This is an optimization exercise on Yosys and OpenROAD, whose aim is small area and a short achievable clock period, not a production implementation.
No run shown here included a check of the RTL's function; only the layout flow was run.

==> design.v <==
module sdf_delay_line
#(
	parameter int DEPTH = 8,	 
	parameter int W     = 26	 
)
(
	input  logic         CLK,
	input  logic         shift_i,	 
	input  logic [W-1:0] data_i,
	output logic [W-1:0] data_o	 
);
	logic [DEPTH*W-1:0] sr;	 
	always_ff @(posedge CLK)
	begin
		if (shift_i)
		begin
			if (DEPTH > 1)
				sr <= {sr[(DEPTH-1)*W-1:0], data_i};	 
			else
				sr <= data_i;
		end
	end
	assign data_o = sr[DEPTH*W-1 -: W];
endmodule
module sdf_add
#(
	parameter int W = 13
)
(
	input  logic [W-1:0] a_i,
	input  logic [W-1:0] b_i,
	input  logic         c_i,
	output logic [W-1:0] s_o
);
	localparam int N = W + 1;	 
	localparam int L = $clog2(N);	 
	logic [W-1:0]     p;
	logic [(L+1)*N-1:0] gg;	 
	logic [(L+1)*N-1:0] gp;	 
	assign p = a_i ^ b_i;
	assign gg[N-1:0] = {a_i & b_i, c_i};
	assign gp[N-1:0] = {p, 1'b0};
	for (genvar l = 0; l < L; l++)
	begin : g_lvl
		for (genvar i = 0; i < N; i++)
		begin : g_pos
			if ((i >> l) & 1)
			begin : g_op
				localparam int J = ((i >> l) << l) - 1;	 
				assign gg[(l+1)*N+i] = gg[l*N+i] | (gp[l*N+i] & gg[l*N+J]);
				assign gp[(l+1)*N+i] = gp[l*N+i] & gp[l*N+J];
			end
			else
			begin : g_pass
				assign gg[(l+1)*N+i] = gg[l*N+i];
				assign gp[(l+1)*N+i] = gp[l*N+i];
			end
		end
	end
	assign s_o = p ^ gg[L*N +: W];
endmodule
module sdf_bf_stage
#(
	parameter int DEPTH       = 8,	 
	parameter bit ROT_MINUS_J = 1'b0,	 
	parameter int IW          = 12,	 
	parameter int OW          = 13	 
)
(
	input  logic            CLK,
	input  logic            RST,
	input  logic            valid_i,
	input  logic [2*IW-1:0] data_i,
	output logic            valid_o,
	output logic [2*OW-1:0] data_o
);
	localparam int CW = $clog2(2 * DEPTH);	 
	logic [CW-1:0]        cnt;
	logic                 second_half;
	logic                 rot;
	logic signed [IW-1:0] in_re;
	logic signed [IW-1:0] in_im;
	logic signed [OW-1:0] b_re;
	logic signed [OW-1:0] b_im;
	logic signed [OW-1:0] a_re;
	logic signed [OW-1:0] a_im;
	logic [OW-1:0]        bg_re;	 
	logic [OW-1:0]        bg_im;
	logic [OW-1:0]        x_re;	 
	logic [OW-1:0]        x_im;
	logic [OW-1:0]        res_re;
	logic [OW-1:0]        res_im;
	logic [OW-1:0]        dif_re;
	logic [OW-1:0]        dif_im;
	logic [OW-1:0]        fb_re;
	logic [OW-1:0]        fb_im;
	logic [2*OW-1:0]      buf_q;
	assign in_re = data_i[2*IW-1:IW];	 
	assign in_im = data_i[IW-1:0];
	assign b_re  = in_re;	 
	assign b_im  = in_im;
	assign a_re  = buf_q[2*OW-1:OW];	 
	assign a_im  = buf_q[OW-1:0];
	logic [3:0] sh_q;	 
	logic [1:0] rot_q;	 
	logic       sh_flip;
	logic       rot_flip;
	if (CW > 1)
	begin : g_flip
		assign sh_flip  = (cnt[CW-2:0] == '1);	 
	end
	else
	begin : g_flip1
		assign sh_flip  = 1'b1;
	end
	if (ROT_MINUS_J && CW > 2)
	begin : g_rot
		assign rot_flip = !cnt[CW-1] && (cnt[CW-3:0] == '1);	 
	end
	else if (ROT_MINUS_J && CW == 2)
	begin : g_rot2
		assign rot_flip = !cnt[1];
	end
	else
	begin : g_norot
		assign rot_flip = 1'b0;
	end
	always_ff @(posedge CLK or posedge RST)
	begin
		if (RST)
		begin
			sh_q  <= '0;
			rot_q <= '0;
		end
		else if (valid_i)
		begin
			if (sh_flip)
				sh_q <= ~sh_q;
			if (rot_flip)
				rot_q <= ~rot_q;
		end
	end
	assign second_half = sh_q[0];
	assign rot         = rot_q[0];
	assign bg_re = sh_q[0] ? b_re : '0;
	assign bg_im = sh_q[1] ? b_im : '0;
	assign x_re  = rot_q[0] ? a_im : a_re;
	assign x_im  = rot_q[1] ? ~a_re : a_im;
	sdf_add #(.W (OW)) u_res_re (.a_i (x_re), .b_i (bg_re), .c_i (1'b0), .s_o (res_re));
	sdf_add #(.W (OW)) u_res_im (.a_i (x_im), .b_i (bg_im), .c_i (rot_q[1]), .s_o (res_im));
	sdf_add #(.W (OW)) u_dif_re (.a_i (a_re), .b_i (~b_re), .c_i (1'b1), .s_o (dif_re));
	sdf_add #(.W (OW)) u_dif_im (.a_i (a_im), .b_i (~b_im), .c_i (1'b1), .s_o (dif_im));
	assign fb_re = sh_q[2] ? dif_re : b_re;
	assign fb_im = sh_q[3] ? dif_im : b_im;
	sdf_delay_line #(
		.DEPTH (DEPTH),
		.W     (2 * OW)
	) u_delay_line (
		.CLK     (CLK),
		.shift_i (valid_i),	 
		.data_i  ({fb_re, fb_im}),
		.data_o  (buf_q)
	);
	always_ff @(posedge CLK or posedge RST)
	begin
		if (RST)
		begin
			cnt     <= '0;
			valid_o <= 1'b0;
		end
		else
		begin
			valid_o <= valid_i;
			if (valid_i)
				cnt <= cnt + 1'b1;	 
		end
	end
	always_ff @(posedge CLK)
		data_o <= {res_re, res_im};
endmodule
module sdf_twiddle_mul
(
	input  logic        CLK,
	input  logic        RST,
	input  logic        pre_valid_i,	 
	input  logic        valid_i,
	input  logic [27:0] data_i,	 
	output logic        valid_o,
	output logic [27:0] data_o
);
	localparam logic [3:0] LAG = 4'd12;
	logic [3:0]         cnt;	 
	logic [3:0]         pos;
	logic [4:0]  sr_d, si_d, sr_q, si_q;
	logic        ck_d, ch_d, ct_d;	 
	logic [1:0]  en_a_q, en_b_q, en_c_q, ck_q, ch_q;	 
	always_comb
	begin
		sr_d = '0;
		si_d = '0;
		si_d[4:3] = 2'd1;
		ck_d = 1'b0;
		ch_d = 1'b0;
		case (pos)
			4'd6:	 
			begin
				sr_d[4:3] = 2'd1;
				si_d[4:3] = 2'd0; si_d[2] = 1'b1;
			end
			4'd5, 4'd10:	 
			begin
				ch_d = 1'b1;
				sr_d[4:3] = 2'd2;
				si_d[4:3] = 2'd3;
			end
			4'd7, 4'd14:	 
			begin
				ch_d = 1'b1;
				sr_d[4:3] = 2'd3;
				si_d[4:3] = 2'd2; si_d[2] = 1'b1;
			end
			4'd9:	 
			begin
				ck_d = 1'b1;
				sr_d[4:3] = 2'd0; sr_d[1] = 1'b1;
				si_d[4:3] = 2'd1; si_d[1] = 1'b0; si_d[0] = 1'b1;
			end
			4'd11, 4'd13:	 
			begin
				ck_d = 1'b1;
				sr_d[4:3] = 2'd1; sr_d[1] = 1'b0;
				si_d[4:3] = 2'd0; si_d[2] = 1'b1; si_d[1] = 1'b1;
			end
			4'd15:	 
			begin
				ck_d = 1'b1;
				sr_d[4:3] = 2'd0; sr_d[2] = 1'b1; sr_d[1] = 1'b1; sr_d[0] = 1'b1;
				si_d[4:3] = 2'd1; si_d[2] = 1'b1; si_d[1] = 1'b0;
			end
			default: ;	 
		endcase
	end
	assign ct_d = !ck_d && !ch_d;
	assign pos  = cnt - LAG;
	always_ff @(posedge CLK or posedge RST)
	begin
		if (RST)
			cnt <= '0;
		else if (pre_valid_i)
			cnt <= cnt + 1'b1;	 
	end
	always_ff @(posedge CLK)
	begin
		sr_q      <= sr_d;
		si_q      <= si_d;
		en_a_q[0] <= pre_valid_i && (ck_d || ct_d);
		en_a_q[1] <= !pre_valid_i || ck_d || ct_d;
		en_b_q[0] <= pre_valid_i && (ck_d || ch_d);
		en_b_q[1] <= !pre_valid_i || ck_d || ch_d;
		en_c_q[0] <= pre_valid_i && ck_d;
		en_c_q[1] <= !pre_valid_i || ck_d;
		ck_q[0]   <= pre_valid_i && ck_d;
		ck_q[1]   <= !pre_valid_i || ck_d;
		ch_q[0]   <= pre_valid_i && ch_d;
		ch_q[1]   <= !pre_valid_i || ch_d;
	end
	logic signed [13:0] d_re;
	logic signed [13:0] d_im;
	logic signed [14:0] e_re;
	logic signed [14:0] e_im;
	logic [14:0]        s_add;	 
	logic [14:0]        s_sub;	 
	assign d_re = data_i[27:14];
	assign d_im = data_i[13:0];
	assign e_re = d_re;	 
	assign e_im = d_im;
	sdf_add #(.W (15)) u_add (.a_i (e_re), .b_i (e_im), .c_i (1'b0), .s_o (s_add));
	sdf_add #(.W (15)) u_sub (.a_i (e_im), .b_i (~e_re), .c_i (1'b1), .s_o (s_sub));
	function automatic logic [14:0] pick_u(input logic [4:0] s, input logic [14:0] re, input logic [14:0] im,
		input logic [14:0] sa, input logic [14:0] ss);
		logic [14:0] x;
		case (s[4:3])
			2'd0:    x = re;
			2'd1:    x = im;
			2'd2:    x = sa;
			default: x = ss;
		endcase
		pick_u = s[2] ? ~x : x;
	endfunction
	function automatic logic [15:0] pick_v(input logic [4:0] s, input logic [14:0] re, input logic [14:0] im);
		logic [15:0] x;
		x = s[1] ? {im[14], im} : {re[14], re};
		pick_v = s[0] ? ~x : x;
	endfunction
	logic [14:0] u_re, u_im;
	logic [15:0] v_re, v_im;
	assign u_re = pick_u(sr_q, e_re, e_im, s_add, s_sub);
	assign u_im = pick_u(si_q, e_re, e_im, s_add, s_sub);
	assign v_re = pick_v(sr_q, e_re, e_im);
	assign v_im = pick_v(si_q, e_re, e_im);
	logic [14:0] ua_re, ub_re, ucn_re, ua_im, ub_im, ucn_im;
	logic [15:0] vm_re, vm_im;
	logic [1:0]  b_k;
	logic [3:0]  b_case;	 
	logic [1:0]  b_nu, b_nv;
	always_ff @(posedge CLK)
	begin
		ua_re  <= en_a_q[0] ? {~u_re[14], u_re[13:0]} : 15'h4000;
		ub_re  <= en_b_q[0] ? {~u_re[14], u_re[13:0]} : 15'h4000;
		ucn_re <= en_c_q[0] ? {u_re[14], ~u_re[13:0]} : 15'h3fff;
		vm_re  <= ck_q[0] ? {~v_re[15], v_re[14:0]} : (ch_q[0] ? {~u_re[14], u_re[13:0], 1'b0} : 16'h8000);
		ua_im  <= en_a_q[1] ? {~u_im[14], u_im[13:0]} : 15'h4000;
		ub_im  <= en_b_q[1] ? {~u_im[14], u_im[13:0]} : 15'h4000;
		ucn_im <= en_c_q[1] ? {u_im[14], ~u_im[13:0]} : 15'h3fff;
		vm_im  <= ck_q[1] ? {~v_im[15], v_im[14:0]} : (ch_q[1] ? {~u_im[14], u_im[13:0], 1'b0} : 16'h8000);
		b_k    <= {ck_q[0], ck_q[1]};
		b_case <= {ck_q[0], ch_q[0], ck_q[1], ch_q[1]};
		b_nu   <= {sr_q[2], si_q[2]};
		b_nv   <= {sr_q[0], si_q[0]};
	end
	logic [27:0] s_re, c_re, s_im, c_im;
	logic [27:0] bs_re, bc_re, bs_im, bc_im;
	logic [27:0] p_re, p_im;
	sdf_tw_tree u_tree_re (
		.ua_i   (ua_re),
		.ub_i   (ub_re),
		.ucn_i  (ucn_re),
		.vm_i   (vm_re),
		.k_i    (b_k[1]),
		.case_i (b_case[3:2]),
		.nu_i   (b_nu[1]),
		.nv_i   (b_nv[1]),
		.sum_o  (s_re),
		.cry_o  (c_re)
	);
	sdf_tw_tree u_tree_im (
		.ua_i   (ua_im),
		.ub_i   (ub_im),
		.ucn_i  (ucn_im),
		.vm_i   (vm_im),
		.k_i    (b_k[0]),
		.case_i (b_case[1:0]),
		.nu_i   (b_nu[0]),
		.nv_i   (b_nv[0]),
		.sum_o  (s_im),
		.cry_o  (c_im)
	);
	always_ff @(posedge CLK)
	begin
		bs_re <= s_re;
		bc_re <= c_re;
		bs_im <= s_im;
		bc_im <= c_im;
	end
	sdf_add #(.W (28)) u_cpa_re (.a_i (bs_re), .b_i (bc_re), .c_i (1'b0), .s_o (p_re));
	sdf_add #(.W (28)) u_cpa_im (.a_i (bs_im), .b_i (bc_im), .c_i (1'b0), .s_o (p_im));
	always_ff @(posedge CLK)
		data_o <= {p_re[27:14], p_im[27:14]};
	logic va, vb;
	always_ff @(posedge CLK or posedge RST)
	begin
		if (RST)
		begin
			va      <= 1'b0;
			vb      <= 1'b0;
			valid_o <= 1'b0;
		end
		else
		begin
			va      <= valid_i;
			vb      <= va;
			valid_o <= vb;
		end
	end
endmodule
module sdf_tw_tree
(
	input  logic [14:0] ua_i,	 
	input  logic [14:0] ub_i,	 
	input  logic [14:0] ucn_i,	 
	input  logic [15:0] vm_i,	 
	input  logic        k_i,	 
	input  logic [1:0]  case_i,	 
	input  logic        nu_i,	 
	input  logic        nv_i,	 
	output logic [27:0] sum_o,
	output logic [27:0] cry_o
);
	logic [27:0] ra, rb0, rb6, rb10, rc5, rc8, rv7, rv11, rv12, rv1;
	logic [15:0] vd;	 
	logic [27:0] cst;	 
	assign vd = k_i ? ~vm_i : 16'h7fff;
	assign ra   = 28'(ua_i) << 14;
	assign rb0  = 28'(ub_i);
	assign rb6  = 28'(ub_i) << 6;
	assign rb10 = 28'(~ub_i) << 10;
	assign rc5  = 28'(ucn_i) << 5;
	assign rc8  = 28'(ucn_i) << 8;
	assign rv7  = 28'(vm_i) << 7;
	assign rv11 = 28'(vm_i) << 11;
	assign rv12 = 28'(vm_i) << 12;
	assign rv1  = 28'(vd) << 1;
	always_comb
	begin
		case ({case_i, nu_i, nv_i})
			4'b0000: cst = 28'h266e522;
			4'b0010: cst = 28'h2672522;
			4'b0100: cst = 28'h266e522;
			4'b0110: cst = 28'h2671263;
			4'b1000: cst = 28'h266e522;
			4'b1001: cst = 28'h266fda0;
			4'b1010: cst = 28'h2672043;
			4'b1011: cst = 28'h26738c1;
			default: cst = 28'h266e522;
		endcase
	end
	logic fc10, fc102, fc104, fc106, fc108, fc110, fc112, fc114, fc116, fc118, fc120, fc122, fc124, fc126, fc128, fc130, fc132, fc134, fc136, fc138, fc14, fc140, fc142, fc144, fc146, fc148, fc150, fc152, fc154, fc156, fc158, fc160, fc162, fc164, fc166, fc172, fc174, fc176, fc178, fc18, fc180, fc182, fc184, fc186, fc188, fc190, fc192, fc194, fc196, fc198, fc200, fc202, fc204, fc206, fc208, fc210, fc212, fc222, fc224, fc226, fc228, fc230, fc232, fc234, fc236, fc238, fc24, fc240, fc242, fc244, fc246, fc248, fc250, fc252, fc254, fc256, fc258, fc26, fc260, fc262, fc264, fc266, fc30, fc32, fc36, fc38, fc4, fc40, fc42, fc44, fc46, fc48, fc50, fc52, fc54, fc56, fc58, fc6, fc60, fc62, fc64, fc66, fc68, fc70, fc72, fc74, fc76, fc78, fc80, fc82, fc84, fc86, fc88, fc92, fc98, fs101, fs103, fs105, fs107, fs109, fs111, fs113, fs115, fs117, fs119, fs121, fs123, fs125, fs127, fs129, fs13, fs131, fs133, fs135, fs137, fs139, fs141, fs143, fs145, fs147, fs149, fs151, fs153, fs155, fs157, fs159, fs161, fs163, fs165, fs17, fs171, fs173, fs175, fs177, fs179, fs181, fs183, fs185, fs187, fs189, fs191, fs193, fs195, fs197, fs199, fs201, fs203, fs205, fs207, fs209, fs211, fs221, fs223, fs225, fs227, fs229, fs23, fs231, fs233, fs235, fs237, fs239, fs241, fs243, fs245, fs247, fs249, fs25, fs251, fs253, fs255, fs257, fs259, fs261, fs263, fs265, fs29, fs3, fs31, fs35, fs37, fs39, fs41, fs43, fs45, fs47, fs49, fs5, fs51, fs53, fs55, fs57, fs59, fs61, fs63, fs65, fs67, fs69, fs71, fs73, fs75, fs77, fs79, fs81, fs83, fs85, fs87, fs9, fs91, fs97, hc100, hc12, hc16, hc168, hc170, hc2, hc20, hc214, hc216, hc218, hc22, hc220, hc28, hc34, hc8, hc90, hc94, hc96, hs1, hs11, hs15, hs167, hs169, hs19, hs21, hs213, hs215, hs217, hs219, hs27, hs33, hs7, hs89, hs93, hs95, hs99;
	assign hs1 = cst[12] ^ rb0[12];
	assign hc2 = cst[12] & rb0[12];
	assign fs3 = cst[13] ^ rb0[13] ^ rb6[13];
	assign fc4 = (cst[13] & rb0[13]) | (cst[13] & rb6[13]) | (rb0[13] & rb6[13]);
	assign fs5 = cst[14] ^ ra[14] ^ rb0[14];
	assign fc6 = (cst[14] & ra[14]) | (cst[14] & rb0[14]) | (ra[14] & rb0[14]);
	assign hs7 = rb6[14] ^ rb10[14];
	assign hc8 = rb6[14] & rb10[14];
	assign fs9 = cst[15] ^ ra[15] ^ rb6[15];
	assign fc10 = (cst[15] & ra[15]) | (cst[15] & rb6[15]) | (ra[15] & rb6[15]);
	assign hs11 = rb10[15] ^ rc5[15];
	assign hc12 = rb10[15] & rc5[15];
	assign fs13 = cst[16] ^ ra[16] ^ rb6[16];
	assign fc14 = (cst[16] & ra[16]) | (cst[16] & rb6[16]) | (ra[16] & rb6[16]);
	assign hs15 = rb10[16] ^ rc5[16];
	assign hc16 = rb10[16] & rc5[16];
	assign fs17 = 1'b1 ^ ra[17] ^ rb6[17];
	assign fc18 = (1'b1 & ra[17]) | (1'b1 & rb6[17]) | (ra[17] & rb6[17]);
	assign hs19 = 1'b1 ^ ra[18];
	assign hc20 = 1'b1 & ra[18];
	assign hs21 = cst[8] ^ rb0[8];
	assign hc22 = cst[8] & rb0[8];
	assign fs23 = cst[9] ^ rb0[9] ^ rb6[9];
	assign fc24 = (cst[9] & rb0[9]) | (cst[9] & rb6[9]) | (rb0[9] & rb6[9]);
	assign fs25 = cst[10] ^ rb0[10] ^ rb6[10];
	assign fc26 = (cst[10] & rb0[10]) | (cst[10] & rb6[10]) | (rb0[10] & rb6[10]);
	assign hs27 = rb10[10] ^ rc5[10];
	assign hc28 = rb10[10] & rc5[10];
	assign fs29 = cst[11] ^ rb0[11] ^ rb6[11];
	assign fc30 = (cst[11] & rb0[11]) | (cst[11] & rb6[11]) | (rb0[11] & rb6[11]);
	assign fs31 = rb10[11] ^ rc5[11] ^ rc8[11];
	assign fc32 = (rb10[11] & rc5[11]) | (rb10[11] & rc8[11]) | (rc5[11] & rc8[11]);
	assign hs33 = rv7[11] ^ rv11[11];
	assign hc34 = rv7[11] & rv11[11];
	assign fs35 = rb6[12] ^ rb10[12] ^ rc5[12];
	assign fc36 = (rb6[12] & rb10[12]) | (rb6[12] & rc5[12]) | (rb10[12] & rc5[12]);
	assign fs37 = rc8[12] ^ rv7[12] ^ rv11[12];
	assign fc38 = (rc8[12] & rv7[12]) | (rc8[12] & rv11[12]) | (rv7[12] & rv11[12]);
	assign fs39 = rv12[12] ^ rv1[12] ^ hs1;
	assign fc40 = (rv12[12] & rv1[12]) | (rv12[12] & hs1) | (rv1[12] & hs1);
	assign fs41 = rb10[13] ^ rc5[13] ^ rc8[13];
	assign fc42 = (rb10[13] & rc5[13]) | (rb10[13] & rc8[13]) | (rc5[13] & rc8[13]);
	assign fs43 = rv7[13] ^ rv11[13] ^ rv12[13];
	assign fc44 = (rv7[13] & rv11[13]) | (rv7[13] & rv12[13]) | (rv11[13] & rv12[13]);
	assign fs45 = rv1[13] ^ fs3 ^ hc2;
	assign fc46 = (rv1[13] & fs3) | (rv1[13] & hc2) | (fs3 & hc2);
	assign fs47 = rc5[14] ^ rc8[14] ^ rv7[14];
	assign fc48 = (rc5[14] & rc8[14]) | (rc5[14] & rv7[14]) | (rc8[14] & rv7[14]);
	assign fs49 = rv11[14] ^ rv12[14] ^ rv1[14];
	assign fc50 = (rv11[14] & rv12[14]) | (rv11[14] & rv1[14]) | (rv12[14] & rv1[14]);
	assign fs51 = fs5 ^ hs7 ^ fc4;
	assign fc52 = (fs5 & hs7) | (fs5 & fc4) | (hs7 & fc4);
	assign fs53 = rc8[15] ^ rv7[15] ^ rv11[15];
	assign fc54 = (rc8[15] & rv7[15]) | (rc8[15] & rv11[15]) | (rv7[15] & rv11[15]);
	assign fs55 = rv12[15] ^ rv1[15] ^ fs9;
	assign fc56 = (rv12[15] & rv1[15]) | (rv12[15] & fs9) | (rv1[15] & fs9);
	assign fs57 = hs11 ^ fc6 ^ hc8;
	assign fc58 = (hs11 & fc6) | (hs11 & hc8) | (fc6 & hc8);
	assign fs59 = rc8[16] ^ rv7[16] ^ rv11[16];
	assign fc60 = (rc8[16] & rv7[16]) | (rc8[16] & rv11[16]) | (rv7[16] & rv11[16]);
	assign fs61 = rv12[16] ^ rv1[16] ^ fs13;
	assign fc62 = (rv12[16] & rv1[16]) | (rv12[16] & fs13) | (rv1[16] & fs13);
	assign fs63 = hs15 ^ fc10 ^ hc12;
	assign fc64 = (hs15 & fc10) | (hs15 & hc12) | (fc10 & hc12);
	assign fs65 = rb10[17] ^ rc5[17] ^ rc8[17];
	assign fc66 = (rb10[17] & rc5[17]) | (rb10[17] & rc8[17]) | (rc5[17] & rc8[17]);
	assign fs67 = rv7[17] ^ rv11[17] ^ rv12[17];
	assign fc68 = (rv7[17] & rv11[17]) | (rv7[17] & rv12[17]) | (rv11[17] & rv12[17]);
	assign fs69 = fs17 ^ fc14 ^ hc16;
	assign fc70 = (fs17 & fc14) | (fs17 & hc16) | (fc14 & hc16);
	assign fs71 = rb6[18] ^ rb10[18] ^ rc5[18];
	assign fc72 = (rb6[18] & rb10[18]) | (rb6[18] & rc5[18]) | (rb10[18] & rc5[18]);
	assign fs73 = rc8[18] ^ rv7[18] ^ rv11[18];
	assign fc74 = (rc8[18] & rv7[18]) | (rc8[18] & rv11[18]) | (rv7[18] & rv11[18]);
	assign fs75 = rv12[18] ^ hs19 ^ fc18;
	assign fc76 = (rv12[18] & hs19) | (rv12[18] & fc18) | (hs19 & fc18);
	assign fs77 = ra[19] ^ rb6[19] ^ rb10[19];
	assign fc78 = (ra[19] & rb6[19]) | (ra[19] & rb10[19]) | (rb6[19] & rb10[19]);
	assign fs79 = rc5[19] ^ rc8[19] ^ rv7[19];
	assign fc80 = (rc5[19] & rc8[19]) | (rc5[19] & rv7[19]) | (rc8[19] & rv7[19]);
	assign fs81 = rv11[19] ^ rv12[19] ^ hc20;
	assign fc82 = (rv11[19] & rv12[19]) | (rv11[19] & hc20) | (rv12[19] & hc20);
	assign fs83 = ra[20] ^ rb6[20] ^ rb10[20];
	assign fc84 = (ra[20] & rb6[20]) | (ra[20] & rb10[20]) | (rb6[20] & rb10[20]);
	assign fs85 = rc8[20] ^ rv7[20] ^ rv11[20];
	assign fc86 = (rc8[20] & rv7[20]) | (rc8[20] & rv11[20]) | (rv7[20] & rv11[20]);
	assign fs87 = 1'b1 ^ ra[21] ^ rb10[21];
	assign fc88 = (1'b1 & ra[21]) | (1'b1 & rb10[21]) | (ra[21] & rb10[21]);
	assign hs89 = rc8[21] ^ rv7[21];
	assign hc90 = rc8[21] & rv7[21];
	assign fs91 = 1'b1 ^ ra[22] ^ rb10[22];
	assign fc92 = (1'b1 & ra[22]) | (1'b1 & rb10[22]) | (ra[22] & rb10[22]);
	assign hs93 = rc8[22] ^ rv7[22];
	assign hc94 = rc8[22] & rv7[22];
	assign hs95 = cst[6] ^ rb0[6];
	assign hc96 = cst[6] & rb0[6];
	assign fs97 = cst[7] ^ rb0[7] ^ rb6[7];
	assign fc98 = (cst[7] & rb0[7]) | (cst[7] & rb6[7]) | (rb0[7] & rb6[7]);
	assign hs99 = rc5[7] ^ rv7[7];
	assign hc100 = rc5[7] & rv7[7];
	assign fs101 = rb6[8] ^ rc5[8] ^ rc8[8];
	assign fc102 = (rb6[8] & rc5[8]) | (rb6[8] & rc8[8]) | (rc5[8] & rc8[8]);
	assign fs103 = rv7[8] ^ rv1[8] ^ hs21;
	assign fc104 = (rv7[8] & rv1[8]) | (rv7[8] & hs21) | (rv1[8] & hs21);
	assign fs105 = rc5[9] ^ rc8[9] ^ rv7[9];
	assign fc106 = (rc5[9] & rc8[9]) | (rc5[9] & rv7[9]) | (rc8[9] & rv7[9]);
	assign fs107 = rv1[9] ^ fs23 ^ hc22;
	assign fc108 = (rv1[9] & fs23) | (rv1[9] & hc22) | (fs23 & hc22);
	assign fs109 = rc8[10] ^ rv7[10] ^ rv1[10];
	assign fc110 = (rc8[10] & rv7[10]) | (rc8[10] & rv1[10]) | (rv7[10] & rv1[10]);
	assign fs111 = fs25 ^ hs27 ^ fc24;
	assign fc112 = (fs25 & hs27) | (fs25 & fc24) | (hs27 & fc24);
	assign fs113 = rv1[11] ^ fs29 ^ fs31;
	assign fc114 = (rv1[11] & fs29) | (rv1[11] & fs31) | (fs29 & fs31);
	assign fs115 = hs33 ^ fc26 ^ hc28;
	assign fc116 = (hs33 & fc26) | (hs33 & hc28) | (fc26 & hc28);
	assign fs117 = fs35 ^ fs37 ^ fs39;
	assign fc118 = (fs35 & fs37) | (fs35 & fs39) | (fs37 & fs39);
	assign fs119 = fc30 ^ fc32 ^ hc34;
	assign fc120 = (fc30 & fc32) | (fc30 & hc34) | (fc32 & hc34);
	assign fs121 = fs41 ^ fs43 ^ fs45;
	assign fc122 = (fs41 & fs43) | (fs41 & fs45) | (fs43 & fs45);
	assign fs123 = fc36 ^ fc38 ^ fc40;
	assign fc124 = (fc36 & fc38) | (fc36 & fc40) | (fc38 & fc40);
	assign fs125 = fs47 ^ fs49 ^ fs51;
	assign fc126 = (fs47 & fs49) | (fs47 & fs51) | (fs49 & fs51);
	assign fs127 = fc42 ^ fc44 ^ fc46;
	assign fc128 = (fc42 & fc44) | (fc42 & fc46) | (fc44 & fc46);
	assign fs129 = fs53 ^ fs55 ^ fs57;
	assign fc130 = (fs53 & fs55) | (fs53 & fs57) | (fs55 & fs57);
	assign fs131 = fc48 ^ fc50 ^ fc52;
	assign fc132 = (fc48 & fc50) | (fc48 & fc52) | (fc50 & fc52);
	assign fs133 = fs59 ^ fs61 ^ fs63;
	assign fc134 = (fs59 & fs61) | (fs59 & fs63) | (fs61 & fs63);
	assign fs135 = fc54 ^ fc56 ^ fc58;
	assign fc136 = (fc54 & fc56) | (fc54 & fc58) | (fc56 & fc58);
	assign fs137 = fs65 ^ fs67 ^ fs69;
	assign fc138 = (fs65 & fs67) | (fs65 & fs69) | (fs67 & fs69);
	assign fs139 = fc60 ^ fc62 ^ fc64;
	assign fc140 = (fc60 & fc62) | (fc60 & fc64) | (fc62 & fc64);
	assign fs141 = fs71 ^ fs73 ^ fs75;
	assign fc142 = (fs71 & fs73) | (fs71 & fs75) | (fs73 & fs75);
	assign fs143 = fc66 ^ fc68 ^ fc70;
	assign fc144 = (fc66 & fc68) | (fc66 & fc70) | (fc68 & fc70);
	assign fs145 = fs77 ^ fs79 ^ fs81;
	assign fc146 = (fs77 & fs79) | (fs77 & fs81) | (fs79 & fs81);
	assign fs147 = fc72 ^ fc74 ^ fc76;
	assign fc148 = (fc72 & fc74) | (fc72 & fc76) | (fc74 & fc76);
	assign fs149 = rv12[20] ^ fs83 ^ fs85;
	assign fc150 = (rv12[20] & fs83) | (rv12[20] & fs85) | (fs83 & fs85);
	assign fs151 = fc78 ^ fc80 ^ fc82;
	assign fc152 = (fc78 & fc80) | (fc78 & fc82) | (fc80 & fc82);
	assign fs153 = rv11[21] ^ rv12[21] ^ fs87;
	assign fc154 = (rv11[21] & rv12[21]) | (rv11[21] & fs87) | (rv12[21] & fs87);
	assign fs155 = hs89 ^ fc84 ^ fc86;
	assign fc156 = (hs89 & fc84) | (hs89 & fc86) | (fc84 & fc86);
	assign fs157 = rv11[22] ^ rv12[22] ^ fs91;
	assign fc158 = (rv11[22] & rv12[22]) | (rv11[22] & fs91) | (rv12[22] & fs91);
	assign fs159 = hs93 ^ fc88 ^ hc90;
	assign fc160 = (hs93 & fc88) | (hs93 & hc90) | (fc88 & hc90);
	assign fs161 = ra[23] ^ rb10[23] ^ rv11[23];
	assign fc162 = (ra[23] & rb10[23]) | (ra[23] & rv11[23]) | (rb10[23] & rv11[23]);
	assign fs163 = rv12[23] ^ fc92 ^ hc94;
	assign fc164 = (rv12[23] & fc92) | (rv12[23] & hc94) | (fc92 & hc94);
	assign fs165 = ra[24] ^ rb10[24] ^ rv11[24];
	assign fc166 = (ra[24] & rb10[24]) | (ra[24] & rv11[24]) | (rb10[24] & rv11[24]);
	assign hs167 = 1'b1 ^ ra[25];
	assign hc168 = 1'b1 & ra[25];
	assign hs169 = cst[5] ^ rb0[5];
	assign hc170 = cst[5] & rb0[5];
	assign fs171 = rb6[6] ^ rc5[6] ^ rv1[6];
	assign fc172 = (rb6[6] & rc5[6]) | (rb6[6] & rv1[6]) | (rc5[6] & rv1[6]);
	assign fs173 = rv1[7] ^ fs97 ^ hs99;
	assign fc174 = (rv1[7] & fs97) | (rv1[7] & hs99) | (fs97 & hs99);
	assign fs175 = fs101 ^ fs103 ^ fc98;
	assign fc176 = (fs101 & fs103) | (fs101 & fc98) | (fs103 & fc98);
	assign fs177 = fs105 ^ fs107 ^ fc102;
	assign fc178 = (fs105 & fs107) | (fs105 & fc102) | (fs107 & fc102);
	assign fs179 = fs109 ^ fs111 ^ fc106;
	assign fc180 = (fs109 & fs111) | (fs109 & fc106) | (fs111 & fc106);
	assign fs181 = fs113 ^ fs115 ^ fc110;
	assign fc182 = (fs113 & fs115) | (fs113 & fc110) | (fs115 & fc110);
	assign fs183 = fs117 ^ fs119 ^ fc114;
	assign fc184 = (fs117 & fs119) | (fs117 & fc114) | (fs119 & fc114);
	assign fs185 = fs121 ^ fs123 ^ fc118;
	assign fc186 = (fs121 & fs123) | (fs121 & fc118) | (fs123 & fc118);
	assign fs187 = fs125 ^ fs127 ^ fc122;
	assign fc188 = (fs125 & fs127) | (fs125 & fc122) | (fs127 & fc122);
	assign fs189 = fs129 ^ fs131 ^ fc126;
	assign fc190 = (fs129 & fs131) | (fs129 & fc126) | (fs131 & fc126);
	assign fs191 = fs133 ^ fs135 ^ fc130;
	assign fc192 = (fs133 & fs135) | (fs133 & fc130) | (fs135 & fc130);
	assign fs193 = fs137 ^ fs139 ^ fc134;
	assign fc194 = (fs137 & fs139) | (fs137 & fc134) | (fs139 & fc134);
	assign fs195 = fs141 ^ fs143 ^ fc138;
	assign fc196 = (fs141 & fs143) | (fs141 & fc138) | (fs143 & fc138);
	assign fs197 = fs145 ^ fs147 ^ fc142;
	assign fc198 = (fs145 & fs147) | (fs145 & fc142) | (fs147 & fc142);
	assign fs199 = fs149 ^ fs151 ^ fc146;
	assign fc200 = (fs149 & fs151) | (fs149 & fc146) | (fs151 & fc146);
	assign fs201 = fs153 ^ fs155 ^ fc150;
	assign fc202 = (fs153 & fs155) | (fs153 & fc150) | (fs155 & fc150);
	assign fs203 = fs157 ^ fs159 ^ fc154;
	assign fc204 = (fs157 & fs159) | (fs157 & fc154) | (fs159 & fc154);
	assign fs205 = fs161 ^ fs163 ^ fc158;
	assign fc206 = (fs161 & fs163) | (fs161 & fc158) | (fs163 & fc158);
	assign fs207 = rv12[24] ^ fs165 ^ fc162;
	assign fc208 = (rv12[24] & fs165) | (rv12[24] & fc162) | (fs165 & fc162);
	assign fs209 = rv11[25] ^ rv12[25] ^ hs167;
	assign fc210 = (rv11[25] & rv12[25]) | (rv11[25] & hs167) | (rv12[25] & hs167);
	assign fs211 = ra[26] ^ rv11[26] ^ rv12[26];
	assign fc212 = (ra[26] & rv11[26]) | (ra[26] & rv12[26]) | (rv11[26] & rv12[26]);
	assign hs213 = cst[1] ^ rb0[1];
	assign hc214 = cst[1] & rb0[1];
	assign hs215 = rb0[2] ^ rv1[2];
	assign hc216 = rb0[2] & rv1[2];
	assign hs217 = rb0[3] ^ rv1[3];
	assign hc218 = rb0[3] & rv1[3];
	assign hs219 = rb0[4] ^ rv1[4];
	assign hc220 = rb0[4] & rv1[4];
	assign fs221 = rc5[5] ^ rv1[5] ^ hs169;
	assign fc222 = (rc5[5] & rv1[5]) | (rc5[5] & hs169) | (rv1[5] & hs169);
	assign fs223 = hs95 ^ fs171 ^ hc170;
	assign fc224 = (hs95 & fs171) | (hs95 & hc170) | (fs171 & hc170);
	assign fs225 = hc96 ^ fs173 ^ fc172;
	assign fc226 = (hc96 & fs173) | (hc96 & fc172) | (fs173 & fc172);
	assign fs227 = hc100 ^ fs175 ^ fc174;
	assign fc228 = (hc100 & fs175) | (hc100 & fc174) | (fs175 & fc174);
	assign fs229 = fc104 ^ fs177 ^ fc176;
	assign fc230 = (fc104 & fs177) | (fc104 & fc176) | (fs177 & fc176);
	assign fs231 = fc108 ^ fs179 ^ fc178;
	assign fc232 = (fc108 & fs179) | (fc108 & fc178) | (fs179 & fc178);
	assign fs233 = fc112 ^ fs181 ^ fc180;
	assign fc234 = (fc112 & fs181) | (fc112 & fc180) | (fs181 & fc180);
	assign fs235 = fc116 ^ fs183 ^ fc182;
	assign fc236 = (fc116 & fs183) | (fc116 & fc182) | (fs183 & fc182);
	assign fs237 = fc120 ^ fs185 ^ fc184;
	assign fc238 = (fc120 & fs185) | (fc120 & fc184) | (fs185 & fc184);
	assign fs239 = fc124 ^ fs187 ^ fc186;
	assign fc240 = (fc124 & fs187) | (fc124 & fc186) | (fs187 & fc186);
	assign fs241 = fc128 ^ fs189 ^ fc188;
	assign fc242 = (fc128 & fs189) | (fc128 & fc188) | (fs189 & fc188);
	assign fs243 = fc132 ^ fs191 ^ fc190;
	assign fc244 = (fc132 & fs191) | (fc132 & fc190) | (fs191 & fc190);
	assign fs245 = fc136 ^ fs193 ^ fc192;
	assign fc246 = (fc136 & fs193) | (fc136 & fc192) | (fs193 & fc192);
	assign fs247 = fc140 ^ fs195 ^ fc194;
	assign fc248 = (fc140 & fs195) | (fc140 & fc194) | (fs195 & fc194);
	assign fs249 = fc144 ^ fs197 ^ fc196;
	assign fc250 = (fc144 & fs197) | (fc144 & fc196) | (fs197 & fc196);
	assign fs251 = fc148 ^ fs199 ^ fc198;
	assign fc252 = (fc148 & fs199) | (fc148 & fc198) | (fs199 & fc198);
	assign fs253 = fc152 ^ fs201 ^ fc200;
	assign fc254 = (fc152 & fs201) | (fc152 & fc200) | (fs201 & fc200);
	assign fs255 = fc156 ^ fs203 ^ fc202;
	assign fc256 = (fc156 & fs203) | (fc156 & fc202) | (fs203 & fc202);
	assign fs257 = fc160 ^ fs205 ^ fc204;
	assign fc258 = (fc160 & fs205) | (fc160 & fc204) | (fs205 & fc204);
	assign fs259 = fc164 ^ fs207 ^ fc206;
	assign fc260 = (fc164 & fs207) | (fc164 & fc206) | (fs207 & fc206);
	assign fs261 = fc166 ^ fs209 ^ fc208;
	assign fc262 = (fc166 & fs209) | (fc166 & fc208) | (fs209 & fc208);
	assign fs263 = hc168 ^ fs211 ^ fc210;
	assign fc264 = (hc168 & fs211) | (hc168 & fc210) | (fs211 & fc210);
	assign fs265 = ra[27] ^ rv12[27] ^ fc212;
	assign fc266 = (ra[27] & rv12[27]) | (ra[27] & fc212) | (rv12[27] & fc212);
	assign sum_o = {fs265, fs263, fs261, fs259, fs257, fs255, fs253, fs251, fs249, fs247, fs245, fs243, fs241, fs239, fs237, fs235, fs233, fs231, fs229, fs227, fs225, fs223, fs221, hs219, hs217, hs215, rv1[1], cst[0]};
	assign cry_o = {fc264, fc262, fc260, fc258, fc256, fc254, fc252, fc250, fc248, fc246, fc244, fc242, fc240, fc238, fc236, fc234, fc232, fc230, fc228, fc226, fc224, fc222, hc220, hc218, hc216, hc214, hs213, rb0[0]};
endmodule
module sdf_fft_top
(
	input  logic        CLK,
	input  logic        RST,
	input  logic        valid_i,	 
	input  logic [23:0] data_i,	 
	output logic        valid_o,
	output logic        first_o,	 
	output logic [31:0] data_o	 
)
;
	localparam logic [3:0] LAG = 4'd15;
	logic        v0;
	logic        v1;
	logic        v2;
	logic        vt;
	logic        v3;
	logic [23:0] d0;
	logic [25:0] d1;
	logic [27:0] d2;
	logic [27:0] dt;
	logic [29:0] d3;
	logic [3:0]  out_cnt;
	logic [3:0]  out_pos;
	logic        primed;	 
	logic        at_bin0;
	always_ff @(posedge CLK or posedge RST)
	begin
		if (RST)
			v0 <= 1'b0;
		else
			v0 <= valid_i;
	end
	always_ff @(posedge CLK)
		d0 <= data_i;
	sdf_bf_stage #(
		.DEPTH       (8),
		.ROT_MINUS_J (1'b1),
		.IW          (12),
		.OW          (13)
	) u_stage1 (
		.CLK     (CLK),
		.RST     (RST),
		.valid_i (v0),
		.data_i  (d0),
		.valid_o (v1),
		.data_o  (d1)
	);
	sdf_bf_stage #(
		.DEPTH       (4),
		.ROT_MINUS_J (1'b0),
		.IW          (13),
		.OW          (14)
	) u_stage2 (
		.CLK     (CLK),
		.RST     (RST),
		.valid_i (v1),
		.data_i  (d1),
		.valid_o (v2),
		.data_o  (d2)
	);
	sdf_twiddle_mul u_twiddle (	 
		.CLK     (CLK),
		.RST         (RST),
		.pre_valid_i (v1),
		.valid_i     (v2),
		.data_i      (d2),
		.valid_o (vt),
		.data_o  (dt)
	);
	sdf_bf_stage #(
		.DEPTH       (2),
		.ROT_MINUS_J (1'b1),
		.IW          (14),
		.OW          (15)
	) u_stage3 (
		.CLK     (CLK),
		.RST     (RST),
		.valid_i (vt),
		.data_i  (dt),
		.valid_o (v3),
		.data_o  (d3)
	);
	sdf_bf_stage #(
		.DEPTH       (1),
		.ROT_MINUS_J (1'b0),
		.IW          (15),
		.OW          (16)
	) u_stage4 (
		.CLK     (CLK),
		.RST     (RST),
		.valid_i (v3),
		.data_i  (d3),
		.valid_o (),
		.data_o  (data_o)
	);
	assign out_pos = out_cnt - LAG;	 
	assign at_bin0 = (out_pos == '0);
	always_ff @(posedge CLK or posedge RST)
	begin
		if (RST)
		begin
			out_cnt <= '0;
			primed  <= 1'b0;
			valid_o <= 1'b0;
			first_o <= 1'b0;
		end
		else
		begin
			valid_o <= v3 && (primed || at_bin0);	 
			first_o <= v3 && at_bin0;
			if (v3)
			begin
				out_cnt <= out_cnt + 1'b1;
				if (at_bin0)
					primed <= 1'b1;	 
			end
		end
	end
endmodule
==> run.sh <==
#!/bin/bash
# synth_recipe.tcl (not shown) runs the flow's synth.tcl, then flattens the netlist and writes it again
# the make line also repeats each setting of config.mk as NAME=value (left out here)
make -C /OpenROAD-flow-scripts/flow DESIGN_CONFIG=/design/flow/config.mk WORK_HOME=/design/flow/orfs CLKGATE_MAP_FILE= SYNTH_SCRIPT=/design/flow/synth_recipe.tcl finish
==> config.mk <==
export PLATFORM = sky130hd
export DESIGN_NAME = sdf_fft_top
export DESIGN_NICKNAME = sdf_fft_top
export VERILOG_FILES = /design/flow/design.v
export SDC_FILE = /design/flow/constraint.sdc
export NUM_CORES = 4
export LEC_CHECK = 0
export CAP_MARGIN = 20
export CORE_MARGIN = 2
export CORE_UTILIZATION = 40
export SLEW_MARGIN = 20
==> constraint.sdc <==
create_clock -name core_clock -period 11.0 [get_ports {CLK}]
set_input_delay 2.2000 -clock core_clock [delete_from_list [all_inputs] [get_ports {CLK}]]
set_output_delay 2.2000 -clock core_clock [all_outputs]
set_load 0.01 [all_outputs]
==> results of run 1 <==
==> stage by stage <==
stage / hold slack [ns] / utilization (%)
2_1_floorplan: 0.3290 / -
3_3_place_gp: 0.3333 / 42.45
3_5_place_dp: 0.3346 / 42.45
4_1_cts: 0.3470 / 45.63
5_1_grt: 0.3648 / 45.63
6_report: 0.3451 / 45.63
==> flip-flops by register name, indices dropped and copies added (netlist names), 10 cells and up <==
| signal | flops |
|---|---|
| u_stage4.data_o | 32 |
| u_twiddle.u_tree_im.cst | 10 |
| u_twiddle.data_o | 28 |
| u_twiddle.ub_im | 15 |
| u_twiddle.bs_re | 28 |
| u_stage2.data_o | 28 |
| u_twiddle.bc_im | 28 |
| u_twiddle.ua_re | 14 |
| u_twiddle.ua_im | 14 |
| u_twiddle.ub_re | 15 |
| d0 | 24 |
| u_twiddle.vm_im | 16 |
| u_twiddle.ucn_im | 15 |
| u_stage1.data_o | 26 |
| u_twiddle.vm_re | 16 |
| u_stage3.u_delay_line.sr | 60 |
| u_stage1.u_delay_line.sr | 208 |
| u_stage2.u_delay_line.sr | 112 |
| u_twiddle.ucn_re | 15 |
| u_twiddle.bc_re | 28 |
| u_stage4.u_delay_line.sr | 32 |
| u_stage3.data_o | 30 |
| u_twiddle.bs_im | 28 |
==> path summary, 6_finish.rpt <==
path / from / to / slack [ns] / depth (start not counted)
max in group asynchronous: RST / u_stage1.valid_o / 8.33 / 3
worst min register to register: u_twiddle.vb / u_twiddle.valid_o / 0.35 / 0
worst max register to register: u_stage3.rot_q[1] / u_stage3.data_o[14] / 7.43 / 11
worst min-delay path: u_twiddle.vb / u_twiddle.valid_o / 0.35 / 0
min in group asynchronous: RST / valid_o / 2.00 / 3
worst max-delay path: first_o / first_o / 7.17 / 1
==> routing by layer <==
layer  vias to the layer above  part of all wire [%]
met1                     12479                    45
met5                         -                     0
li1                      13035                     -
met4                         0                   3.6
met3                       159                   2.7
met2                       318                    49
==> layout make-up <==
cell class / count / area share [%]
Multi-Input combinational cell: 2324 / 40.60
Tap cell: 1500 / 3.651
Clock inverter: 51 / 1.305
Timing Repair Buffer: 73 / 1.382
Sequential cell: 891 / 43.19
Inverter: 574 / 4.191
Clock buffer: 137 / 5.676
Antenna cell: 1 / 0.004868
==> cells in the final DEF (no fill, tap or decap), drive strengths merged, types with 10 or more instances in the layout <==
cell type,instances
nor2,171
dfxtp,433
dfrtp,46
a22o,14
fa,278
buf,13
xnor2,212
clkdlybuf4s50,60
o21ai,140
ha,345
o21a,32
nand2b,38
or2,13
edfxtp,412
nand2,216
nand3,30
or3,13
nor3,42
xor2,73
inv,577
and2,164
a21o,60
and3,10
clkbuf,137
nor2b,49
mux2i,73
mux2,26
nand4,12
a211oi,28
a21oi,158
clkinv,32
==> cells by family (layout without fill, tap and decap cells) <==
family	after synthesis	after routing	synth area share, %
other	0	1	0
muxes	107	107	2.643
DFF	891	891	48.72
buffers and inverters	662	835	5.458
AOI/OAI and AO/OA	538	538	7.681
xor gates and xnor gates	285	285	5.513
and+or+nand+nor	771	771	8.290
adders and majority gates	623	623	21.70
==> run notes, run 1 <==
- Tmin final: 3.834 ns
- Pre-antenna DRT Iters: 5
- Area Growth Syn to Fin: 12.86%
- Setup violators final: 0
- Fin Setup TNS: 0 ns
- Area post-placement: 47820 um^2
- Met2 GRT Util: 26.54%
- Total grt overflow: 0
- Flops & latches, synth: between 800 and 900
- Multi-input logic area: 20870 um^2
- DP Cell Count: approximately 5.4k
- CP Max Fanout: 1
- Top-count cell post-synth: inv_1
- Area leader, netlist: edfxtp_1
- Tightest Pin Transition: 1.072 ns
- Crit start category: flip-flop
- H-tree Lvls: 3
- Vias in the first global route: 26.71k
- Worst Path Required: 8.80 ns
- PortBufs: 60
- First-pass GRT wire length: around 140 mm
- CTS clk-pin slew, worst paths: 0.06 ns
- Cell chain of the critical path: clkdlybuf4s50_1
- Clock skew: 0.03896 ns
- Yosys warns: 11
- Crit-path slowest cell: clkdlybuf4s50_1
- Drt wl/cell: around 16 um
- Max Freq: 260.8 MHz
- Longest Clk Path Bufs: 3
- Post-synth cell types: 74
- FP Rows: about 120
- CTS root buf: clkbuf_16
- Die Ht: 341.5 um
- Clock Sink Count: 891
- Post-layout instance area: 51410 um^2
- Crit path arrival time: 1.63 ns
- CTS buffer count: 99
- Core ar.: between 100000 and 150000 um^2
- DRT iter0 DRCs: 1312
- Via count of the routed design: 25.99k
- Met3 global-route usage: under 10%
- Clk Latency, worst-skew pair: around 0.7 ns
- Syn Area/Cell: 11.75 um^2
- CTS tree: built
- I/O pin cnt: about 60
- Mapped cell area: 45550 um^2
- Fin. Hold Viols: 0
- # resized after CTS: 0
- Final period util: 34.85%
- Unrepaired setup endpoints after global routing: no
- Post-synth EDFFs: between 400 and 500
- Detail Route Antenna Nets: 0
- Hold buffer count at cts: 0
- Slowest stage delay, CP: 0.56 ns
- Synth cell count leaders: inv_1, dfxtp_1, edfxtp_1, ha_1, fa_1
- Overall routing resource usage: 15.44%
- Post-synth ARST share: under 10%
- Initial antenna violation count: 0
- Largest net degree at the start of global routing: 166
- Hold crit path type: reg -> reg
- Worst slack at placement: 7.466 ns
- Status: finished clean
- Top FF cell, synth: dfxtp_1
- Kind of critical path: reg -> out
- Sequential-to-total area share from yosys stat: 48.72%
- Die X: 341.5 um
- Via/cell ratio: around 4.7
- Setup ws final: 7.166 ns
- Busiest grt layer: met2
- Fillers: 10.26k
- Max_cap viols: 0
- Nets: 4613
- HPWL Detailed: 66.33 mm
- # DRC: 0
- Share of the synthesized area in the top cell type: between 20% and 30%
- Syn Nets: 4527
- Routed WL: 88.81 mm
- Setup Fix Bufs, Post-CTS: 0
- Syn Inst Count: 3877
- Initial core utilization: 40.43%
- Die area: between 100000 and 150000 um^2
- GPL Wtd Cong: 0.8890
- Cell Count, Final, Fillers Out: approximately 5.6k
- Largest delay share family, worst path: buffers and inverters
- WP buf/inv: 1
- Final Slew Violations: 0
- Rel. slew slack: 28.46%
- CP endpoint kind: primary output
- Area contributors post-synth: edfxtp_1, dfxtp_1, fa_1, ha_1, inv_1
- GR Util met1: 19.63%
- Share of cells above drive strength 1: 6.593%
- Register area: 22200 um^2
==> run 2: changes to the inputs <==
--- a/config.mk
+++ b/config.mk
@@ -6,4 +6,5 @@
 export NUM_CORES = 4
 export LEC_CHECK = 0
+export ABC_CLOCK_PERIOD_IN_PS = 3000
 export CAP_MARGIN = 20
 export CORE_MARGIN = 2
==> run notes, run 2 <==
- Overall routing resource usage: roughly 15%
- CTS root buf: clkbuf_16
- Drt wl/cell: 16.00 um
- Post-synth cell types: 74
- Multi-input logic area: about 21000 um^2
- WP buf/inv: 1
- Rel. slew slack: 28.46%
- Tightest Pin Transition: 1.072 ns
- Die X: 341.5 um
- Syn Area/Cell: 11.75 um^2
- CP endpoint kind: primary output
- Crit path arrival time: 1.63 ns
- Routed WL: 88.81 mm
- Clk Latency, worst-skew pair: 0.71 ns
- Longest Clk Path Bufs: 3
- Max Freq: 260.8 MHz
- Setup violators final: 0
- Hold crit path type: reg -> reg
- Total grt overflow: 0
- Tmin final: roughly 3.8 ns
- Top-count cell post-synth: inv_1
- Die area: 116600 um^2
- Largest register FFs: 208
- Status: finished clean
- CTS tree: built
- H-tree Lvls: 3
- Largest delay share family, worst path: buffers and inverters
- Fin Setup TNS: 0 ns
- Area leader, netlist: edfxtp_1
- Vias in the first global route: 26.71k
- First-pass GRT wire length: 142.9 mm
- # DRC: 0
- Worst Path Required: 8.80 ns
- Unrepaired setup endpoints after global routing: no
- Final period util: a little over a third
- Commonest non-fill, non-tap cell in the layout: inv_1
- Share of the synthesized area in the top cell type: 27.16%
- Largest net degree at the start of global routing: 166
- Die Ht: between 300 and 400 um
- CP Max Fanout: 1
- Slowest stage delay, CP: about 0.56 ns
- DRT iter0 DRCs: 1312
- Max_cap viols: 0
- Via count of the routed design: 25.99k
- Area Growth Syn to Fin: 12.86%
- Post-synth EDFFs: 412
- Syn Inst Count: 3877
- Flops & latches, synth: between 800 and 900
- Hold buffer count at cts: 0
- Most frequent cells in the layout: inv_1, dfxtp_1, edfxtp_1, ha_1, fa_1
- Detail Route Antenna Nets: 0
- Core ar.: 112700 um^2
- Via/cell ratio: around 4.7
- # resized after CTS: 0
- Clock Sink Count: approximately 890
- Register area: around 22000 um^2
- Kind of critical path: reg -> out
- Hold Slack: 0.3451 ns
- Largest register by flop count: u_stage1.u_delay_line.sr
- Post-synth ARST share: 5.163%
- Sequential-to-total area share from yosys stat: 48.72%
- Setup Fix Bufs, Post-CTS: 0
- Syn Nets: 4527
- I/O pin cnt: 61
- Yosys warns: 11
- CTS buffer count: a little under 100
- Crit start category: flip-flop
- Largest regs: u_stage1.u_delay_line.sr (208), u_stage2.u_delay_line.sr (112), u_stage3.u_delay_line.sr (60)
- Initial core utilization: 40.43%
- HPWL Detailed: 66.33 mm
- PortBufs: 60
- Clock skew: just under 0.04 ns
- FP Rows: about 120
- Top FF cell, synth: dfxtp_1
- Fillers: 10.26k
- Area contributors post-synth: edfxtp_1, dfxtp_1, fa_1, ha_1, inv_1
- Cell chain of the critical path: clkdlybuf4s50_1
- Share of cells above drive strength 1: around 6.6%
- Crit-path slowest cell: clkdlybuf4s50_1
- Synth cell count leaders: inv_1, dfxtp_1, edfxtp_1, ha_1, fa_1
- Initial antenna violation count: 0
- Fin. Hold Viols: 0
- Final Slew Violations: 0
- Pre-antenna DRT Iters: 5
- GPL Wtd Cong: 0.8890
- Mapped cell area: 45550 um^2
- Nets: roughly 4.6k
- CTS clk-pin slew, worst paths: ~0.060 ns
run 2: cell counts in the layout (fill, tap and decap cells not counted):
Identical to the previous run, type by type.
run 2: area by class of cell:
type                    count  share of cell area (%)
flip-flops and latches    891                   43.19
multi-input cells        2324                   40.60
well taps                1500                   3.651
diodes                      1                0.004868
clock inverters            51                   1.305
repair buffers             73                   1.382
clock buffers             137                   5.676
inverters                 574                   4.191
run 2: routing by layer:
metal  GRT usage, %  wire (um)  up-vias
met2          26.54      43090      318
li1               -          -    13035
met1          19.63      40130    12479
met3          2.172       2409      159
met4          6.085       3184        0
met5              0          0        -
run 2: final timing paths:
path | end | slack [ns] | from | depth (start not counted)
max in group asynchronous | u_stage1.valid_o | 8.33 | RST | 3
worst min-delay path | u_twiddle.valid_o | 0.35 | u_twiddle.vb | 0
worst max-delay path | first_o | 7.17 | first_o | 1
worst max register to register | u_stage3.data_o[14] | 7.43 | u_stage3.rot_q[1] | 11
min in group asynchronous | valid_o | 2.00 | RST | 3
worst min register to register | u_twiddle.valid_o | 0.35 | u_twiddle.vb | 0
run 2: logic make-up after synthesis:
kind of cell / count (synthesis) / share of synthesized area, %
AOI/OAI and AO/OA: 538 / 7.681
xor gates and xnor gates: 285 / 5.513
adders and majority gates: 623 / 21.70
buffers and inverters: 662 / 5.458
DFF: 891 / 48.72
muxes: 107 / 2.643
and+or+nand+nor: 771 / 8.290
run 2: worst register-to-register path: cells and delay by family, from the launching register on:
| kind | cells | cell delay [ns] |
|---|---|---|
| adder cells (fa/ha/maj) | 1 | 0.48 |
| XOR/XNOR | 1 | 0.13 |
| flip-flops | 1 | 0.94 |
| multiplexers | 1 | 0.25 |
| AO/OA/AOI/OAI | 8 | 1.71 |
run 2: per-stage QoR:
stage / utilization (%) / area [um^2] / setup slack (ns) / cells
after floorplan: - / 45550 / 5.629 / 3877
final: 45.63 / 51410 / 7.166 / 5551
after detailed placement: 42.45 / 47820 / 7.466 / 5362
after CTS: 45.63 / 51400 / 7.128 / 5550
after global routing: 45.63 / 51410 / 7.129 / 5550
after global placement: 42.45 / 47820 / 7.555 / 5362
==> run 3: changes to the inputs <==
--- a/design.v
+++ b/design.v
@@ -102,6 +102,6 @@
 	assign a_re  = buf_q[2*OW-1:OW];	 
 	assign a_im  = buf_q[OW-1:0];
-	logic [3:0] sh_q;	 
-	logic [1:0] rot_q;	 
+	logic [7:0] sh_q;	 
+	logic [3:0] rot_q;	 
 	logic       sh_flip;
 	logic       rot_flip;
@@ -143,14 +143,19 @@
 	assign second_half = sh_q[0];
 	assign rot         = rot_q[0];
-	assign bg_re = sh_q[0] ? b_re : '0;
-	assign bg_im = sh_q[1] ? b_im : '0;
-	assign x_re  = rot_q[0] ? a_im : a_re;
-	assign x_im  = rot_q[1] ? ~a_re : a_im;
+	localparam int HW = OW / 2;	 
+	for (genvar i = 0; i < OW; i++)
+	begin : g_sel
+		localparam int H = (i < HW) ? 0 : 1;
+		assign bg_re[i] = sh_q[0 + H] ? b_re[i] : 1'b0;
+		assign bg_im[i] = sh_q[2 + H] ? b_im[i] : 1'b0;
+		assign fb_re[i] = sh_q[4 + H] ? dif_re[i] : b_re[i];
+		assign fb_im[i] = sh_q[6 + H] ? dif_im[i] : b_im[i];
+		assign x_re[i]  = rot_q[0 + H] ? a_im[i] : a_re[i];
+		assign x_im[i]  = rot_q[2 + H] ? ~a_re[i] : a_im[i];
+	end
 	sdf_add #(.W (OW)) u_res_re (.a_i (x_re), .b_i (bg_re), .c_i (1'b0), .s_o (res_re));
-	sdf_add #(.W (OW)) u_res_im (.a_i (x_im), .b_i (bg_im), .c_i (rot_q[1]), .s_o (res_im));
+	sdf_add #(.W (OW)) u_res_im (.a_i (x_im), .b_i (bg_im), .c_i (rot_q[2]), .s_o (res_im));
 	sdf_add #(.W (OW)) u_dif_re (.a_i (a_re), .b_i (~b_re), .c_i (1'b1), .s_o (dif_re));
 	sdf_add #(.W (OW)) u_dif_im (.a_i (a_im), .b_i (~b_im), .c_i (1'b1), .s_o (dif_im));
-	assign fb_re = sh_q[2] ? dif_re : b_re;
-	assign fb_im = sh_q[3] ? dif_im : b_im;
 	sdf_delay_line #(
 		.DEPTH (DEPTH),
==> flow/run.sh (new file) <==
#!/bin/bash
# Layout flow: the standard flow, with the port buffers made of buf_2
# cells instead of the resizer's default choice (a delay buffer).
# Every step's full output goes to standard_flow.log in this folder.
set -euo pipefail
export BUFFER_PORTS_ARGS="-buffer_cell sky130_fd_sc_hd__buf_2"
bash standard.sh > standard_flow.log 2>&1
==> standard.sh (new file) <==
#!/bin/bash
# synth_recipe.tcl (not shown) runs the flow's synth.tcl, then flattens the netlist and writes it again
# the make line also repeats each setting of config.mk as NAME=value (left out here)
make -C /OpenROAD-flow-scripts/flow DESIGN_CONFIG=/design/flow/config.mk WORK_HOME=/design/flow/orfs CLKGATE_MAP_FILE= SYNTH_SCRIPT=/design/flow/synth_recipe.tcl "${@:-finish}"
--- a/config.mk
+++ b/config.mk
@@ -6,5 +6,4 @@
 export NUM_CORES = 4
 export LEC_CHECK = 0
-export ABC_CLOCK_PERIOD_IN_PS = 3000
 export CAP_MARGIN = 20
 export CORE_MARGIN = 2
removed: run.sh
==> run notes, run 3 <==
- Status: finished clean
- CTS buffer count: 96
- Post-synth EDFFs: 412
- Kind of critical path: reg -> reg
- Mapped cell area: 46240 um^2
- Routed WL: 87.70 mm
- Vias in the first global route: about 27k
- CTS clk-pin slew, worst paths: 0.06 ns
- Area leader, netlist: edfxtp_1
- First-pass GRT wire length: 144.2 mm
- Clock skew: about 0.029 ns
- # DRC: 0
- CTS root buf: clkbuf_16
- CP endpoint kind: flip-flop
- Clk Latency, worst-skew pair: about 0.70 ns
- Final Slew Violations: 0
- HPWL Detailed: 65.48 mm
- Rel. slew slack: between 30% and 40%
- Largest regs: u_stage1.u_delay_line.sr (208), u_stage2.u_delay_line.sr (112), u_stage3.u_delay_line.sr (60)
- Flops & latches, synth: 911
- Via/cell ratio: 4.684
- Max Freq: ~260 MHz
- Most frequent cells in the layout: inv_1, dfxtp_1, edfxtp_1, ha_1, fa_1
- FP Rows: roughly 120
- Largest register by flop count: u_stage1.u_delay_line.sr
- Largest net degree at the start of global routing: 81
- Tightest Pin Transition: 0.9862 ns
- Sequential-to-total area share from yosys stat: between 40% and 50%
- Area Growth Syn to Fin: 11.48%
- Total grt overflow: 0
- CTS tree: built
- Syn Inst Count: just under 4k
- Crit path arrival time: ~4.5 ns
- Final period util: about a third
- Tmin final: around 3.9 ns
- Multi-input logic area: 21030 um^2
- Cell Count, Final, Fillers Out: 5576
- I/O pin cnt: 61
- Post-synth ARST share: 7.245%
- Top FF cell, synth: dfxtp_1
- Hold Slack: ~0.34 ns
- Share of the synthesized area in the top cell type: 26.75%
- DP Cell Count: between 5k and 6k
- Setup Fix Bufs, Post-CTS: 0
- Detail Route Antenna Nets: 0
- Yosys warns: 11
- Core ar.: 114500 um^2
- Antenna Cells: 0
- Slowest stage delay, CP: about 0.75 ns
- Share of cells above drive strength 1: 7.530%
- Synth cell count leaders: inv_1, dfxtp_1, edfxtp_1, ha_1, fa_1
- Post-synth cell types: 80
- Unrepaired setup endpoints after global routing: no
- Nets: 4630
- Syn Area/Cell: about 12 um^2
- PortBufs: 60
- DRT iter0 DRCs: 1199
- Fillers: 10.47k
- Die X: 344.0 um
- Initial antenna violation count: 0
- Longest Clk Path Bufs: 3
- Syn Nets: 4540
- Drt wl/cell: 15.73 um
- GPL Wtd Cong: ~0.87
- Fin. Hold Viols: 0
- Die Ht: 344.0 um
- Setup violators final: 0
- Fin Setup TNS: 0 ns
- # resized after CTS: 0
- H-tree Lvls: 3
- Clock Sink Count: 911
- Hold buffer count at cts: 0
- Overall routing resource usage: 15.31%
- Top-count cell post-synth: inv_1
- Crit start category: flip-flop
- Max_cap viols: 0
- Cell chain of the critical path: mux2i_1 -> fa_1 -> a21o_1 -> a21oi_1 -> nor2b_1 -> o21a_1 -> o41ai_1 -> o21ai_0 -> or3_1 -> a31oi_1 -> xnor2_1
- Die area: ~120000 um^2
- Initial core utilization: around 40%
- Worst Path Required: around 12 ns
- Area contributors post-synth: edfxtp_1, dfxtp_1, fa_1, ha_1, inv_1
- Crit-path slowest cell: o41ai_1
- Commonest non-fill, non-tap cell in the layout: inv_1
- CP Max Fanout: 11
- Via count of the routed design: 26.12k
- Pre-antenna DRT Iters: 5
- Largest register FFs: 208
- Hold crit path type: reg -> reg
- Register area: 22700 um^2
[run 3: cell count changes after synthesis, sizes merged, moves of 7 or more]
cell	before	now
inv	573	564
nand2	216	206
and2	164	173
a211oi	28	17
a21oi	158	148
o21ai	140	117
nor2b	49	38
a31oi	9	18
xor2	73	101
and3	10	17
clkbuf	72	65
a21o	60	49
dfrtp	46	66
or2	13	20
[run 3: area by class of cell]
cell class,instances,share of cell area [%]
sequential,911,44.04
multi-input combinational,2333,40.79
clock buffer,130,5.332
inverter,566,4.124
tap,1512,3.670
clock inverter,52,1.294
timing repair buffer,72,0.7572
[run 3: cell families (layout without fill, tap and decap cells)]
logic type | Yosys count | in the layout | synth area share, %
muxes | 116 | 116 | 2.854
AOI/OAI and AO/OA | 497 | 497 | 6.872
DFF | 911 | 911 | 49.07
buffers and inverters | 646 | 820 | 5.463
adders and majority gates | 623 | 623 | 21.37
xor gates and xnor gates | 312 | 312 | 5.909
and+or+nand+nor | 785 | 785 | 8.463
[run 3: path summary, 6_finish.rpt]
kind	from	to	slack [ns]	cells past startpoint
worst max-delay path	u_stage1.rot_q[2]	u_stage1.data_o[12]	7.14	11
worst min-delay path	u_twiddle.va	u_twiddle.vb	0.34	0
worst max register to register	u_stage1.rot_q[2]	u_stage1.data_o[12]	7.14	11
worst min register to register	u_twiddle.va	u_twiddle.vb	0.34	0
max in group asynchronous	RST	u_stage1.valid_o	8.29	3
min in group asynchronous	RST	u_stage3.valid_o	1.40	2
[run 3: routing by layer]
| layer | routed length [um] | track usage, % | share of wire, % |
|---|---|---|---|
| met1 | 40190 | 19.75 | 46 |
| met2 | 41810 | 25.97 | 48 |
| met3 | 2737 | 2.585 | 3.1 |
| met4 | 2969 | 5.344 | 3.4 |
| met5 | 0 | 0 | 0 |
[run 3: worst max-delay path: cells and delay by family (launching register included)]
family                   cells  cell delay [ns]
flip-flops                   1             0.62
AO/OA/AOI/OAI                6             1.91
adder cells (fa/ha/maj)      1             0.46
multiplexers                 1             0.19
AND/OR/NAND/NOR              2             0.46
XOR/XNOR                     1             0.14
[run 3: stage by stage]
stage          setup WS, ns  util, %  cell area, um^2
4_1_cts               7.056    45.02            51550
5_1_grt               6.747    45.02            51550
6_report              7.139    45.02            51550
2_1_floorplan         5.501        -            46240
3_5_place_dp          7.098    42.04            48140
3_3_place_gp          7.222    42.04            48140

[afterwards: timing with drivers on the ports]
The flow's constraints put no driver on any port. The routed layouts listed below were extracted and timed again, unchanged, in two steps. Step 1: set_driving_cell puts a clkbuf_16 on CLK and a buf_2 on each other input, an assumption about the parent block. Step 2 adds t to the input delays and takes it off the output delays; t is the mean of the earliest and latest rising clock arrival at the registers after step 1. Input paths then give back, and output paths get back, about the clock's delay inside the block. a / b / c = ideal / step 1 / step 2; a / b = the first two.
run	shift t [ns]	setup WS [ns]	hold WS [ns]	worst register clock-pin slew, ns
run 1	0.762	7.166 / 7.091 / 7.426	0.345 / 0.345 / 0.345	0.07 / 0.07
run 2	0.762	7.166 / 7.091 / 7.426	0.345 / 0.345 / 0.345	0.07 / 0.07
run 3	0.751	7.139 / 7.139 / 7.139	0.344 / 0.344 / 0.344	0.07 / 0.07
After both steps setup and hold are still met in every run listed.
